From an optimization exercise on the open Yosys and OpenROAD flow, aimed at a short achievable clock period and few clock cycles per item; shortcuts taken in it are not production practice.
In this exercise RTL edits were held to simulation tests only and were not proved equivalent to the original.
Power figures rest on the tool's default switching activity, not on a simulated workload.

==> design.v <==
`timescale 1ns/1ns
module wr_chan_fifo (
    input  logic                    wr_clk,
    input  logic                    rst_n,
    input  logic                    wr_en,
    input  logic [31:0] wr_data,
    input  logic                    pop,
    output logic [63:0]  head,
    output logic [4:0]  count,
    output logic                    full
);
    localparam int USER_W     = 32;      
    localparam int AXI_W      = 64;      
    localparam int FIFO_DEPTH = 16;      
    localparam int FIFO_AW    = 4;       
    logic [31:0]         lo_word;         
    logic               lo_vld;          
    logic [63:0]          pack_beat;
    logic               pack_vld;        
    always_ff @(posedge wr_clk or negedge rst_n) begin
        if (!rst_n) begin
            lo_vld   <= 1'b0;
            pack_vld <= 1'b0;
        end else begin
            pack_vld <= wr_en & lo_vld;      
            if (wr_en) begin
                lo_vld <= ~lo_vld;
            end
        end
    end
    always_ff @(posedge wr_clk) begin
        if (wr_en && !lo_vld) begin
            lo_word <= wr_data;
        end
        if (wr_en && lo_vld) begin
            pack_beat[USER_W-1:0]      <= lo_word;   
            pack_beat[AXI_W-1:USER_W]  <= wr_data;
        end
    end
    logic [63:0]          mem [FIFO_DEPTH];
    logic [FIFO_AW-1:0] wr_ptr;
    logic [FIFO_AW-1:0] rd_ptr;
    logic               push;
    logic               pop_ok;
    assign full   = (count == 5'(FIFO_DEPTH));
    assign push   = pack_vld & ~full;        
    assign pop_ok = pop & (count != '0);
    assign head   = mem[rd_ptr];             
    always_ff @(posedge wr_clk) begin
        if (push) begin
            mem[wr_ptr] <= pack_beat;
        end
    end
    always_ff @(posedge wr_clk or negedge rst_n) begin
        if (!rst_n) begin
            wr_ptr <= '0;
            rd_ptr <= '0;
            count  <= '0;
        end else begin
            if (push) begin
                wr_ptr <= wr_ptr + 1'b1;
            end
            if (pop_ok) begin
                rd_ptr <= rd_ptr + 1'b1;
            end
            case ({push, pop_ok})
                2'b10:   count <= count + 1'b1;
                2'b01:   count <= count - 1'b1;
                default: count <= count;     
            endcase
        end
    end
endmodule
`timescale 1ns/1ns
module wr_channel_ctrl (
    input  logic                    wr_clk,
    input  logic                    rst_n,
    input  logic                    wr_en,
    input  logic [31:0] wr_data,
    input  logic [29:0]  beg_addr,
    input  logic [29:0]  end_addr,
    input  logic [7:0] burst_len,
    output logic                    wr_full,
    output logic                    req,
    output logic [29:0]  addr,
    output logic [7:0] len,
    output logic [63:0]  data,
    input  logic                    grant,
    input  logic                    pop
);
    localparam int AXI_BYTES  = 8;       
    logic [4:0]  count;
    logic [29:0]  offset;          
    logic [29:0]  burst_bytes;
    logic [29:0]  next_offset;
    logic       wrap;
    logic       grant_d;
    logic       burst_end;
    logic       enough;
    wr_chan_fifo u_fifo (
        .wr_clk  (wr_clk),
        .rst_n   (rst_n),
        .wr_en   (wr_en),
        .wr_data (wr_data),
        .pop     (pop),
        .head    (data),
        .count   (count),
        .full    (wr_full)
    );
    assign burst_bytes = (30'(burst_len) + 1'b1) * 30'(AXI_BYTES);
    assign next_offset = offset + burst_bytes;
    assign wrap = (beg_addr + next_offset + burst_bytes - 1'b1) > end_addr;
    assign burst_end = grant_d & ~grant;     
    assign enough = 9'(count) > 9'(burst_len);
    always_ff @(posedge wr_clk or negedge rst_n) begin
        if (!rst_n) begin
            offset  <= '0;
            grant_d <= 1'b0;
            req     <= 1'b0;
        end else begin
            grant_d <= grant;
            req     <= enough & ~grant;
            if (burst_end) begin
                offset <= wrap ? '0 : next_offset;   
            end
        end
    end
    assign addr = beg_addr + offset;     
    assign len  = burst_len;
endmodule
`timescale 1ns/1ns
module wr_arbiter (
    input  logic                                                wr_clk,
    input  logic                                                rst_n,
    input  logic [3:0]                    req_vec,
    input  logic [3:0][29:0] addr_arr,
    input  logic [3:0][7:0] len_arr,
    input  logic [3:0][63:0] data_arr,
    output logic [3:0]                    grant_vec,
    output logic [3:0]                    pop_vec,
    input  logic                                                wr_done,
    input  logic                                                beat_accept,
    output logic                                                wr_start,
    output logic [29:0]                              wr_addr,
    output logic [7:0]                             wr_len,
    output logic [63:0]                              wr_data_out
);
    localparam int NUM_CHAN   = 4;       
    logic [$clog2(NUM_CHAN)-1:0] last_ptr;       
    logic [$clog2(NUM_CHAN)-1:0] next_ptr;
    logic [$clog2(NUM_CHAN)-1:0] cand;
    logic                        found;
    logic                        busy;
    assign pop_vec = grant_vec & {NUM_CHAN{beat_accept}};   
    always_comb begin
        next_ptr = last_ptr;
        found    = 1'b0;
        cand     = last_ptr;
        for (int i = 1; i <= NUM_CHAN; i++) begin
            cand = last_ptr + i[$clog2(NUM_CHAN)-1:0];   
            if (!found && req_vec[cand]) begin
                next_ptr = cand;
                found    = 1'b1;
            end
        end
    end
    assign busy = |grant_vec;
    always_ff @(posedge wr_clk or negedge rst_n) begin
        if (!rst_n) begin
            grant_vec <= '0;
            wr_start  <= 1'b0;
            last_ptr  <= '1;                 
        end else begin
            wr_start <= 1'b0;
            if (busy) begin
                if (wr_done) begin
                    grant_vec <= '0;         
                end
            end else if (found) begin
                grant_vec <= NUM_CHAN'(1) << next_ptr;
                last_ptr  <= next_ptr;
                wr_start  <= 1'b1;
            end
        end
    end
    assign wr_addr     = addr_arr[last_ptr];
    assign wr_len      = len_arr[last_ptr];
    assign wr_data_out = data_arr[last_ptr];
endmodule
`timescale 1ns/1ns
module axi_wr_master (
    input  logic                         wr_clk,
    input  logic                         rst_n,
    input  logic                         wr_start,
    input  logic [29:0]       wr_addr,
    input  logic [7:0]      wr_len,
    input  logic [63:0]       wr_data_in,
    output logic                         beat_accept,
    output logic                         wr_done,
    output logic [29:0]       awaddr,
    output logic [7:0]      awlen,
    output logic                         awvalid,
    input  logic                         awready,
    output logic [63:0] wdata,
    output logic                         wlast,
    output logic                         wvalid,
    input  logic                         wready,
    input  logic                         bvalid,
    output logic                         bready
);
    enum logic [1:0] {
        S_IDLE,
        S_ADDR,
        S_DATA,
        S_RESP
    } state;
    logic [7:0] beat_cnt;        
    assign beat_accept = wvalid & wready;
    assign wdata       = wr_data_in;          
    always_ff @(posedge wr_clk) begin
        if (state == S_IDLE && wr_start) begin
            awaddr <= wr_addr;
            awlen  <= wr_len;
        end
    end
    always_ff @(posedge wr_clk or negedge rst_n) begin
        if (!rst_n) begin
            state    <= S_IDLE;
            awvalid  <= 1'b0;
            wvalid   <= 1'b0;
            wlast    <= 1'b0;
            bready   <= 1'b0;
            wr_done  <= 1'b0;
            beat_cnt <= '0;
        end else begin
            wr_done <= 1'b0;
            case (state)
                S_IDLE: begin
                    if (wr_start) begin
                        awvalid <= 1'b1;
                        state   <= S_ADDR;
                    end
                end
                S_ADDR: begin
                    if (awready) begin               
                        awvalid  <= 1'b0;
                        wvalid   <= 1'b1;
                        wlast    <= (awlen == '0);   
                        beat_cnt <= '0;
                        state    <= S_DATA;
                    end
                end
                S_DATA: begin
                    if (wready) begin
                        if (wlast) begin
                            wvalid <= 1'b0;
                            wlast  <= 1'b0;
                            bready <= 1'b1;
                            state  <= S_RESP;
                        end else begin
                            beat_cnt <= beat_cnt + 1'b1;
                            wlast    <= (beat_cnt + 1'b1 == awlen);
                        end
                    end
                end
                S_RESP: begin
                    if (bvalid) begin                
                        bready  <= 1'b0;
                        wr_done <= 1'b1;
                        state   <= S_IDLE;
                    end
                end
                default: state <= S_IDLE;
            endcase
        end
    end
endmodule
`timescale 1ns/1ns
module multichannel_wr_top (
    input  logic                                 wr_clk,
    input  logic                                 rst_n,
    input  logic [3:0]     wr_en,
    input  logic [127:0]  wr_data,      
    input  logic [119:0]  beg_addr,     
    input  logic [119:0]  end_addr,     
    input  logic [31:0]   burst_len,    
    output logic [3:0]     wr_full,
    output logic [29:0]                          awaddr,
    output logic [7:0]                           awlen,
    output logic                                 awvalid,
    input  logic                                 awready,
    output logic [63:0]        wdata,
    output logic                                 wlast,
    output logic                                 wvalid,
    input  logic                                 wready,
    input  logic                                 bvalid,
    output logic                                 bready
);
    localparam int NUM_CHAN   = 4;       
    logic       wr_start;
    logic [29:0]  wr_addr;
    logic [7:0] wr_len;
    logic [63:0]  wr_data_in;      
    logic       beat_accept;
    logic       wr_done;
    logic       [NUM_CHAN-1:0] req_vec;
    logic [NUM_CHAN-1:0][29:0]   addr_arr;
    logic [NUM_CHAN-1:0][7:0]  len_arr;
    logic [NUM_CHAN-1:0][63:0]   data_arr;
    logic       [NUM_CHAN-1:0] grant_vec;
    logic       [NUM_CHAN-1:0] pop_vec;
    for (genvar i = 0; i < NUM_CHAN; i++) begin : g_chan
        wr_channel_ctrl u_chan (
            .wr_clk    (wr_clk),
            .rst_n     (rst_n),
            .wr_en     (wr_en[i]),
            .wr_data   (wr_data[32*i +: 32]),
            .beg_addr  (beg_addr[30*i +: 30]),
            .end_addr  (end_addr[30*i +: 30]),
            .burst_len (burst_len[8*i +: 8]),
            .wr_full   (wr_full[i]),
            .req       (req_vec[i]),
            .addr      (addr_arr[i]),
            .len       (len_arr[i]),
            .data      (data_arr[i]),
            .grant     (grant_vec[i]),
            .pop       (pop_vec[i])
        );
    end
    wr_arbiter u_arb (
        .wr_clk      (wr_clk),
        .rst_n       (rst_n),
        .req_vec     (req_vec),
        .addr_arr    (addr_arr),
        .len_arr     (len_arr),
        .data_arr    (data_arr),
        .grant_vec   (grant_vec),
        .pop_vec     (pop_vec),
        .wr_done     (wr_done),
        .beat_accept (beat_accept),
        .wr_start    (wr_start),
        .wr_addr     (wr_addr),
        .wr_len      (wr_len),
        .wr_data_out (wr_data_in)
    );
    axi_wr_master u_master (
        .wr_clk      (wr_clk),
        .rst_n       (rst_n),
        .wr_start    (wr_start),
        .wr_addr     (wr_addr),
        .wr_len      (wr_len),
        .wr_data_in  (wr_data_in),
        .beat_accept (beat_accept),
        .wr_done     (wr_done),
        .awaddr      (awaddr),
        .awlen       (awlen),
        .awvalid     (awvalid),
        .awready     (awready),
        .wdata       (wdata),
        .wlast       (wlast),
        .wvalid      (wvalid),
        .wready      (wready),
        .bvalid      (bvalid),
        .bready      (bready)
    );
endmodule
==> run.sh <==
#!/bin/bash
# synth_recipe.tcl (not shown) runs the flow's synth.tcl, then flattens the netlist and writes it again
# the make line also repeats each setting of config.mk as NAME=value (left out here)
make -C /OpenROAD-flow-scripts/flow DESIGN_CONFIG=/design/flow/config.mk WORK_HOME=/design/flow/orfs CLKGATE_MAP_FILE= SYNTH_SCRIPT=/design/flow/synth_recipe.tcl finish
==> config.mk <==
export PLATFORM = sky130hd
export DESIGN_NAME = multichannel_wr_top
export DESIGN_NICKNAME = multichannel_wr_top
export VERILOG_FILES = /design/flow/design.v
export SDC_FILE = /design/flow/constraint.sdc
export NUM_CORES = 4
export LEC_CHECK = 0
export CAP_MARGIN = 20
export CORE_MARGIN = 2
export CORE_UTILIZATION = 40
export SLEW_MARGIN = 20
==> constraint.sdc <==
create_clock -name core_clock -period 10.0 [get_ports {wr_clk}]
set_input_delay 2.0000 -clock core_clock [delete_from_list [all_inputs] [get_ports {wr_clk}]]
set_output_delay 2.0000 -clock core_clock [all_outputs]
set_load 0.01 [all_outputs]
==> summary.txt <==
critical path type input port to flop; WP buf/inv 5; sort of element at the end of the critical path flop; hpwl dp 357000 um; number of antenna violations at the first check in global routing 55; aggregate global-route resource usage 22.4%; minimum clock period after layout 9.33 ns; share of the clock period used by the worst path after layout 93.3%; classification of the worst-slack hold path flop to flop; Antenna Nets Post-Route 0; synthesized netlist net count 11.0k; register share of total power 37.5%; gate count of the mapped netlist 9940; hold-fix buffers at CTS 0; aggregate global routing overflow 0; final net count 11.9k; number of vias in the routed layout 102k; count of flip-flops with a built-in enable after synthesis 4518; highest attainable clock frequency 107 MHz; count of final hold-check violations 0; Critical Path Source Type input port; internal power consumption 44.7 mW; Combinational Power Share 37.6%; horizontal die dimension 707 um; worst relative slew slack 22.6%; final design instance area without fill 227000 um2; slowest stage delay, CP 0.51 ns; cell with the most instances after synthesis edfxtp_1; overall routed net length 570000 um; area share of the largest cell type after synthesis 68.7%; Synth cell types 89; Via-to-Cell Ratio 5.76; top cells by area, synth edfxtp_1 (69%), mux4_2 (16%), ha_1 (3.9%); via count of the first global-routing pass 103k; share of flip-flops with an asynchronous set or reset 4.20%; part of the power in the clock network 24.9%; data arrival time of the worst path 10.19 ns; filler cell count in the final layout 40.9k; area taken by multi-input logic gates 53600 um2; critical path required time 10.87 ns; final worst slack 0.674 ns; average size of a mapped cell 19.9 um2; Resize count post-CTS 0; Root Buffer clkbuf_16; I/O pin count 519; slew at the pin closest to its max-slew limit 1.16 ns; Layout Skew 0.131 ns; Vert. Die Dim 707 um; share of cells above drive strength 1 21.5%; full die area 499000 um2; critical path's most frequent cell ha_1; total iterations of the first detailed-routing run 6; initial core utilization 40.1%; final routed DRC violation total 0; Register Area 141000 um2; sequential area share after synthesis 71.2%; drt initial violations 11.4k; post-synthesis to final-layout area growth 15.2%; Yosys reg bits 4716; post-CTS setup repair buffer count 0; final worst hold slack 0.378 ns; setup repair after global routing missed its margin no; Clock Sink Count 4716; number of buffers on the longest clock path 4; Mapped Area 197000 um2; floorplan core area 493000 um2; Max Cap Viol 0; Placer Congestion 0.935; Synthesis Warnings 4; most instantiated flip-flop cell in the synthesis netlist edfxtp_1; pre-CTS setup slack -0.162 ns; dominant cell type by area after synthesis edfxtp_1; largest net degree at the start of global routing 156; net switching fraction of the power 35.3%; result of the run timing/DRC/antenna clean; H-Tree Depth 5; Pleak 75.9 nW; P per Cell Area 304 nW/um2; placed inst area 212000 um2; standard cell with the maximum stage delay on the critical path clkdlybuf4s50_1; clock network latency to the later pin of the worst-skew pair 1.04 ns; Worst Path Max Fanout 14; number of setup violations in the final report 0; Worst IR Drop VDD 389 uV; setup total negative slack 0 ns; wire length of the first global-routing pass 792000 um; TritonCTS clock tree done; clock edge transition at the registers on the reported setup and hold paths 0.06 ns; port buffer count 518; total power 69.2 mW; Final Slew Violations 0; mean routed wirelength per cell 32.1 um; FP Rows 258; kind of cell adding the most delay to the critical path compound AO/OA/AOI/OAI gates; net switching power of the design 24.5 mW; synth cell count leaders edfxtp_1 (4518), mux4_2 (1374), ha_1 (617); clock buffers created by TritonCTS 471
[through the flow]
step	util, %	instances
floorplan	-	9940
global placement	43.0	16840
detailed placement	43.1	16841
CTS	46.1	17720
global route	46.1	17745
finish	46.2	17795
[flip-flops by register name (all words and copies together) (netlist names), 16 cells and up]
| name | count |
|---|---|
| g_chan.u_chan.u_fifo.rd_ptr | 16 |
| g_chan.u_chan.u_fifo.pack_beat | 256 |
| g_chan.u_chan.offset | 108 |
| g_chan.u_chan.u_fifo.lo_word | 128 |
| g_chan.u_chan.u_fifo.mem | 4096 |
| g_chan.u_chan.u_fifo.wr_ptr | 16 |
| g_chan.u_chan.u_fifo.count | 20 |
| u_master.awaddr | 30 |
[logic make-up after synthesis]
logic type	Yosys count	share of synthesized area (%)
adder cells (fa/ha/maj)	665	4.40
AO/OA/AOI/OAI	893	2.87
multiplexers	1384	15.7
AND/OR/NAND/NOR	930	2.25
buffers and inverters	982	1.88
flip-flops	4716	71.2
XOR/XNOR	370	1.64
[power by group through the flow]
stage	Sequential [mW]	Combinational, mW	Clock, mW
detailed placement	26.4	26.1	0
finish	26.0	26.0	17.2
CTS	26.0	26.2	17.5
floorplan	25.2	16.1	0
global placement	26.2	25.8	0
global route	26.2	27.6	18.3
[worst paths after layout]
path                       slack, ns                                     to  depth (start not counted)                                start
min in group asynchronous       0.99            g_chan[1].u_chan.offset[27]                          1                                rst_n
setup reg to reg                2.08            g_chan[0].u_chan.offset[13]                         33           g_chan[0].u_chan.offset[4]
setup / recovery                0.67            g_chan[0].u_chan.offset[13]                         36                         burst_len[1]
hold / removal                  0.38  g_chan[0].u_chan.u_fifo.pack_beat[23]                          0  g_chan[0].u_chan.u_fifo.lo_word[23]
hold reg to reg                 0.38  g_chan[0].u_chan.u_fifo.pack_beat[23]                          0  g_chan[0].u_chan.u_fifo.lo_word[23]
max in group asynchronous       7.14       g_chan[0].u_chan.u_fifo.count[0]                          3                                rst_n
[placed cells by master, fill, tap and decap left out, drive strengths merged, types with 12 or more instances in the layout]
| cell type | count |
|---|---|
| a211oi | 36 |
| a21o | 119 |
| a21oi | 224 |
| a31oi | 33 |
| and2 | 30 |
| and3 | 39 |
| buf | 269 |
| bufinv | 35 |
| clkbuf | 593 |
| clkdlybuf4s50 | 517 |
| clkinv | 230 |
| clkinvlp | 12 |
| dfrtp | 196 |
| diode | 71 |
| edfxtp | 4518 |
| fa | 48 |
| ha | 617 |
| inv | 610 |
| mux4 | 1374 |
| nand2 | 238 |
| nand2b | 53 |
| nand3 | 92 |
| nand4 | 47 |
| nor2 | 245 |
| nor2b | 62 |
| nor3 | 68 |
| o211ai | 12 |
| o21a | 35 |
| o21ai | 230 |
| o21bai | 20 |
| o22ai | 13 |
| o31ai | 85 |
| or3 | 14 |
| xnor2 | 218 |
| xor2 | 152 |
[area by class of cell]
type	count	area share, %
sequential	4716	61.9
clock buffer	593	5.48
inverter	601	0.992
multi-input combinational	4242	23.6
antenna	71	0.0781
clock inverter	286	1.13
tap	6500	3.58
timing repair buffer	786	3.30
[layer usage]
metal	vias to the layer above	wire, um	global-route usage (%)
met3	759	45400	3.94
met4	16	19200	6.95
met1	55020	224000	30.0
met5	-	99	0
met2	4421	282000	37.6
li1	42249	-	-
Testbench counts, summed over its fixed seeds: cycles 10,411, beats 4,131.

[afterwards: timing with drivers on the ports]
In the flow no input, the clock included, has a driving cell. The finished layout below was timed again as built, in two steps.
Step 1 (the two cells are an assumption about what drives the block):
set clk [get_ports {wr_clk}]
set_driving_cell -lib_cell sky130_fd_sc_hd__clkbuf_16 $clk
set_driving_cell -lib_cell sky130_fd_sc_hd__buf_2 [delete_from_list [all_inputs] $clk]
Step 2 adds t to the input delays and takes it off the output delays; t is the mean of the earliest and latest rising clock arrival at the registers after step 1. Input paths then give back, and output paths get back, about the clock's delay inside the block.
Slacks: ideal ports / drivers / drivers and shift; pairs: ideal ports / drivers.
t, ns: 1.112
setup WS [ns]: 0.674 / 0.770 / -0.342
clock arrival spread, ns: 0.147 / 0.148
worst slew at a driven data input, ns: 0.20
pins driven straight from the clock port: 1
Met with ideal ports but missed after step 2: setup timing in this run. The setup slack of this run moves by +0.096 ns with the drivers and by -1.016 ns with both steps.
